Background: an optimization exercise with open tools, aiming at small area, a short achievable clock period and few clock cycles per item. Do not read the settings as production practice. Only the layout flow was run in this run; the RTL was not checked for function there.

==> flow/design.v <==
module bpm_pos_calc (
    input  logic        clk,
    input  logic        rst,
    input  logic        data_valid,
    input  logic [31:0] A_IN,
    input  logic [31:0] B_IN,
    input  logic [31:0] C_IN,
    input  logic [31:0] D_IN,
    input  logic [15:0] Diameter,
    output logic [24:0] X,
    output logic [24:0] Y,
    output logic [33:0] S,
    output logic [1:0]  err,
    output logic        busy,
    output logic        rdy
);
    logic [31:0] a_r, c_r;
    logic [32:0] sab, scd;
    logic [21:0] kr;        
    logic        kx, kyn;   
    logic        kp;        
    logic [32:0] rx, ry;
    logic [24:0] wx, wy;
    logic [4:0]  cnt;
    logic        last;
    assign last = (cnt == 5'd23);
    logic b24, b23;
    assign b24 = (Diameter >= 16'd33555);
    assign b23 = ((Diameter >= 16'd16778) && !b24) || (Diameter >= 16'd50332);
    logic [22:0] p125;
    assign p125 = {kr[15:0], 7'b0} - {7'b0, kr[15:0]} - {6'b0, kr[15:0], 1'b0};
    function automatic logic [32:0] add_ks(input logic [31:0] x, input logic [31:0] y);
        logic [31:0] g, p, g2, p2;
        g = x & y;
        p = x ^ y;
        for (int d = 1; d < 32; d = d * 2) begin
            g2 = g;
            p2 = p;
            for (int i = d; i < 32; i++) begin
                g2[i] = g[i] | (p[i] & g[i-d]);
                p2[i] = p[i] & p[i-d];
            end
            g = g2;
            p = p2;
        end
        add_ks = {g[31], (x ^ y) ^ {g[30:0], 1'b0}};
    endfunction
    function automatic logic [34:0] add3(input logic [34:0] p, input logic [34:0] x,
                                         input logic [34:0] y);
        logic [34:0] sm, cy;
        sm = p ^ x ^ y;
        cy = (p & x) | (p & y) | (x & y);
        add3 = sm + {cy[33:0], 1'b1};
    endfunction
    function automatic logic [34:0] step_r(input logic [32:0] r, input logic [31:0] a,
                                           input logic [32:0] s, input logic k);
        logic [34:0] r2, ka, c0, c1, c2;
        r2 = {1'b0, r, 1'b0};
        ka = {3'b0, a & {32{k}}};
        c0 = r2 + ka;
        c1 = add3(r2, ka, ~{2'b0, s});
        c2 = add3(r2, ka, ~{1'b0, s, 1'b0});
        if (!c2[34])      step_r = {2'd2, c2[32:0]};
        else if (!c1[34]) step_r = {2'd1, c1[32:0]};
        else              step_r = {2'd0, c0[32:0]};
    endfunction
    function automatic logic [24:0] step_w(input logic [24:0] w, input logic kp,
                                           input logic [1:0] t);
        logic [24:0] wm1, wp1;
        wm1 = w - 25'd1;
        wp1 = w + 25'd1;
        case ({kp, t})
            3'b000, 3'b101: step_w = {w[23:0], 1'b0};
            3'b001, 3'b110: step_w = {w[23:0], 1'b1};
            3'b010:         step_w = {wp1[23:0], 1'b0};
            default:        step_w = {wm1[23:0], 1'b1};
        endcase
    endfunction
    function automatic logic [24:0] fin_res(input logic [24:0] w, input logic [32:0] r,
                                            input logic [32:0] s, input logic t);
        logic [24:0] wp1;
        logic        up;
        wp1 = w + 25'd1;
        up  = w[24] && (t ? ({r, 1'b0} != {1'b0, s}) : (r != 33'd0));
        if (s == 33'd0) fin_res = 25'd0;
        else if (!up)   fin_res = {w[23:0], t};
        else if (t)     fin_res = {wp1[23:0], 1'b0};
        else            fin_res = {w[23:0], 1'b1};
    endfunction
    logic [1:0]  tx, ty;
    logic [32:0] nrx, nry;
    assign {tx, nrx} = step_r(rx, a_r, sab, kx);
    assign {ty, nry} = step_r(ry, c_r, scd, !kyn);
    always_ff @(posedge clk or posedge rst) begin
        if (rst) begin
            busy <= 1'b0;
            rdy  <= 1'b0;
            X    <= '0;
            Y    <= '0;
            S    <= '0;
            err  <= '0;
        end else begin
            rdy <= 1'b0;
            if (!busy) begin
                busy <= data_valid;
            end else if (last) begin
                busy <= 1'b0;
                rdy  <= 1'b1;
                X    <= fin_res(wx, rx, sab, tx[0]);
                Y    <= fin_res(wy, ry, scd, ty[0]);
                S    <= {1'b0, sab} + {1'b0, scd};
                err  <= {scd == 33'd0, sab == 33'd0};
            end
        end
    end
    always_ff @(posedge clk) begin
        if (!busy) begin
            a_r <= A_IN;
            c_r <= C_IN;
            sab <= add_ks(A_IN, B_IN);
            scd <= add_ks(C_IN, D_IN);
        end
    end
    always_ff @(posedge clk) begin
        if (!busy) begin
            rx  <= b24 ? {1'b0, A_IN} : 33'd0;
            ry  <= b24 ? {1'b0, C_IN} : 33'd0;
            wx  <= 25'd0;
            wy  <= 25'd0;
            kp  <= b24;
            kx  <= b23;
            kyn <= !b23;
            kr  <= {6'd0, Diameter};
            cnt <= 5'd0;
        end else begin
            rx  <= nrx;
            ry  <= nry;
            wx  <= step_w(wx, kp, tx);
            wy  <= step_w(wy, kp, ty);
            kp  <= kx;
            cnt <= cnt + 5'd1;
            if (cnt == 5'd0) begin
                kx  <= p125[20];
                kyn <= !p125[20];
                kr  <= {p125[19:0], 2'b00};
            end else begin
                kx  <= kr[21];
                kyn <= !kr[21];
                kr  <= {kr[20:0], 1'b0};
            end
        end
    end
endmodule
==> flow/flow/run.sh <==
#!/bin/bash
set -euo pipefail
bash standard.sh SETUP_SLACK_MARGIN=8 "BUFFER_PORTS_ARGS=-buffer_cell sky130_fd_sc_hd__buf_4" finish > standard_make.log 2>&1
==> flow/standard.sh <==
#!/bin/bash
# synth_recipe.tcl (not shown) runs the flow's synth.tcl, then flattens the netlist and writes it again
# the make line also repeats each setting of config.mk as NAME=value (left out here)
make -C /OpenROAD-flow-scripts/flow DESIGN_CONFIG=/design/flow/config.mk WORK_HOME=/design/flow/orfs CLKGATE_MAP_FILE= SYNTH_SCRIPT=/design/flow/synth_recipe.tcl "${@:-finish}"
==> flow/config.mk <==
export PLATFORM = sky130hd
export DESIGN_NAME = bpm_pos_calc
export DESIGN_NICKNAME = bpm_pos_calc
export VERILOG_FILES = /design/flow/design.v
export SDC_FILE = /design/flow/constraint.sdc
export NUM_CORES = 4
export LEC_CHECK = 0
export CAP_MARGIN = 20
export CORE_MARGIN = 2
export CORE_UTILIZATION = 40
export SLEW_MARGIN = 20
==> flow/constraint.sdc <==
create_clock -name core_clock -period 13.0 [get_ports {clk}]
set_input_delay 2.6000 -clock core_clock [delete_from_list [all_inputs] [get_ports {clk}]]
set_output_delay 2.6000 -clock core_clock [all_outputs]
set_load 0.01 [all_outputs]
==> results.cfg <==
[status]
outcome = no timing/DRC/antenna violations

[layout]
syn2layout_area_growth_pct = 14.7
final_net_count = 4967
finish.utilization = 0.464
layout_common_cells = 414 x sky130_fd_sc_hd__inv_1, 397 x sky130_fd_sc_hd__ha_1, 301 x sky130_fd_sc_hd__nand2_1
antennaDiodeCount = 0
layout.cells.most_common = sky130_fd_sc_hd__inv_1
drive_gt1_frac = 0.112
fillCellCount = 8541

[timing]
largest_clock_skew_in_the_final_design_ps = 28.2
fmax_mhz = 203
setup-tns-final_ps = 0
layout_setup_ws_ps = 8070
post-route-period-util = 0.379
grt_setup_unrepaired = yes
timing.max_slew.rel_slack = 0.209
drv_slew = 0
final_layout_worst_hold_slack_ps = 442
timing.final.hold_violations = 0
setup_viol_count_final = 0
tightest_slew_ps = 1180
layout_min_cycle_time_ps = 4930

[setup_path]
worstPathRequired_ps = 13360
worst_path_most_repeated_cell = sky130_fd_sc_hd__o21ai_0
worstPathBufferInverterCount = 1
worst_path_dominant_cell_family = compound AO/OA/AOI/OAI gates
timing.critical_path.slowest_cell_delay_ps = 510
worstPathArrival_ps = 5290
timing_worst_setup_path_type = in -> reg
crit_start_category = input pin
crit_slowest_cell = sky130_fd_sc_hd__o211ai_1
worst-path-max-fanout = 4
worst_setup_path_end_kind = register
critical_path.cell_chain = buf_4, ha_1, or4_1, o21ai_0, nand3b_1, nand2_1, o211ai_1, a21o_1, a21bo_2, o21ai_0, xor2_1

[route]
drt_iter0_markers = 2759
route.detailed.wl_per_inst_um = 21.4
drt-total-wl_mm = 117
drt_pass1_iterations = 6
detailroute.via_count = 31300
drc_errors = 0
final_antenna_net_count = 0
mean_number_of_vias_per_cell = 5.72

[yosys]
syn-instance-count = 4066
synth_flop_cell = sky130_fd_sc_hd__dfxtp_1
synth_sequential_area_ratio = 0.257
ys_types = 102
postSynthAreaPerCell_um2 = 8.65
async_reset_ff_frac = 0.242
yosysWarningCount = 1
syn-num-nets = 4748
count_of_flip_flops_with_a_built_in_enable_after_synthesis = 130
synth-seq-cells = 364
mappedNetlistArea_mm2 = 0.0352

[grt]
gr_overflow_total = 0
first_global_vias = 29800
grt_start_max_net_pins = 84
grt_pass1_wl_mm = 179
grt_use_total = 0.255
antenna_found_initial = 7

[floorplanning]
die_w_um = 300
io-pin-count = 235
core.rowCount = 108
initial_utilization = 0.405
core-area_mm2 = 0.0869
chipHeight_um = 300
fp.dieArea_mm2 = 0.0903

[clock_tree]
root_buffer_master = sky130_fd_sc_hd__clkbuf_16
h_tree_level_count = 2
clk_pin_slew_worst_paths_ps = 60
numCtsBuffers = 47
clk_sink_count = 364
cts_tree = done
cts-root-to-sink-buffers = 3
insertion_delay_to_the_later_sink_of_the_worst_skew_pair_ps = 620
hold_buffers = 0

[min_path]
hold_path_class = reg -> reg

[job]
cap_viol_max_count = 0

[place]
dp.final_hpwl_mm = 92.2
gp_congestion = 0.962
dp_worst_setup_slack_ps = 6980
io_buffer_count = 234
==> flip-flops by register name, indices dropped and copies added, names as in the netlist, 32 cells and up <==
signal  flops
S          34
ry         33
scd        33
a_r        32
c_r        32
sab        33
rx         33
==> path summary, 6_finish.rpt <==
kind                               from  slack [ps]      end  depth (start not counted)
worst max-delay path            A_IN[4]        8070  sab[31]                         11
worst min-delay path             kr[17]         440   kr[18]                          2
worst max register to register       kx        8190   rx[21]                         17
worst min register to register   kr[17]         440   kr[18]                          2
max in group asynchronous           rst        9800     busy                          3
min in group asynchronous           rst        2000   err[0]                          2
==> worst min-delay path: cells and delay by family (launching register included) <==
family | cells | cell delay, ps
compound gates | 1 | 50
simple gates | 1 | 50
flops | 1 | 300
==> what timing repair did <==
item | in CTS | in global routing
gates resized for setup | 32 | 48
buffers inserted | 8 | 15
gates cloned | 1 | 0
setup endpoints to repair | 160 | 159
pin swaps | 5 | 12
==> kinds of logic (layout without fill, tap and decap cells) <==
| kind of cell | Yosys count | count (layout) | synth area share |
|---|---|---|---|
| compound gates | 1134 | 1134 | 0.211 |
| flops | 364 | 364 | 0.257 |
| fa+ha+maj | 535 | 535 | 0.220 |
| simple gates | 1151 | 1152 | 0.167 |
| xor+xnor | 313 | 313 | 0.0780 |
| mux | 34 | 34 | 0.00986 |
| buf+inv | 535 | 792 | 0.0584 |
==> metrics by stage <==
step           cells  instance area (µm²)
2_1_floorplan   4066                35200
6_report        5479                40300
5_1_grt         5479                40300
3_3_place_gp    5367                38200
4_1_cts         5464                40000
3_5_place_dp    5367                38200
==> synth_stat cells (all sizes together), types with 37 or more instances <==
| cell | n | area share |
|---|---|---|
| a211oi | 38 | 0.0084 |
| a21o | 146 | 0.031 |
| a21oi | 295 | 0.042 |
| a22oi | 37 | 0.0079 |
| a31oi | 39 | 0.0069 |
| and3 | 48 | 0.0087 |
| clkbuf | 85 | 0.0092 |
| dfrtp | 88 | 0.063 |
| dfxtp | 146 | 0.083 |
| edfxtp | 130 | 0.11 |
| fa | 138 | 0.079 |
| ha | 397 | 0.14 |
| inv | 417 | 0.045 |
| nand2 | 304 | 0.033 |
| nand2b | 72 | 0.013 |
| nand3 | 107 | 0.015 |
| nand4 | 61 | 0.011 |
| nor2 | 224 | 0.024 |
| nor2b | 45 | 0.0080 |
| nor3 | 86 | 0.013 |
| nor4 | 48 | 0.0090 |
| o21a | 47 | 0.010 |
| o21ai | 255 | 0.036 |
| or3 | 38 | 0.0072 |
| xnor2 | 174 | 0.043 |
| xor2 | 139 | 0.035 |
==> cell type report <==
| class | count | area, µm² | share of cell area |
|---|---|---|---|
| tap | 1155 | 1450 | 0.0358 |
| inverter | 418 | 1580 | 0.0392 |
| multi-input combinational | 3168 | 24500 | 0.607 |
| timing repair buffer | 286 | 2170 | 0.0537 |
| clock buffer | 57 | 1240 | 0.0309 |
| sequential | 364 | 9030 | 0.224 |
| clock inverter | 31 | 363 | 0.00900 |
==> per-layer routing <==
layer | share of wire | track usage | vias to the layer above
met5 | 0.0016 | 0.00899 | -
met4 | 0.027 | 0.0652 | 14
met3 | 0.077 | 0.0501 | 165
met2 | 0.43 | 0.388 | 1040
met1 | 0.47 | 0.367 | 15000
li1 | - | - | 15100

## static timing again, ports no longer ideal
Ports are ideal in the flow. The routed layout listed here was re-timed in OpenROAD. Step 1 (the two cells are an assumption about what drives the block):
set clk [get_ports {clk}]
set_driving_cell -lib_cell sky130_fd_sc_hd__clkbuf_16 $clk
set_driving_cell -lib_cell sky130_fd_sc_hd__buf_2 [delete_from_list [all_inputs] $clk]
Step 2 also shifts input and output timing later by t, the mid clock arrival at the registers, as if the neighbouring blocks saw the same clock. Slacks: no drivers / after step 1 / after step 2; pairs: no drivers / after step 1.
t, ns: 0.671
setup WS [ns]: 8.074 / 8.114 / 7.442
hold slack, ns: 0.442 / 0.442 / 0.442
clock arrival spread, ns: 0.036 / 0.035
After both steps setup and hold are still met in this run. The setup slack of this run moves by +0.040 ns with the drivers and by -0.632 ns with both steps.
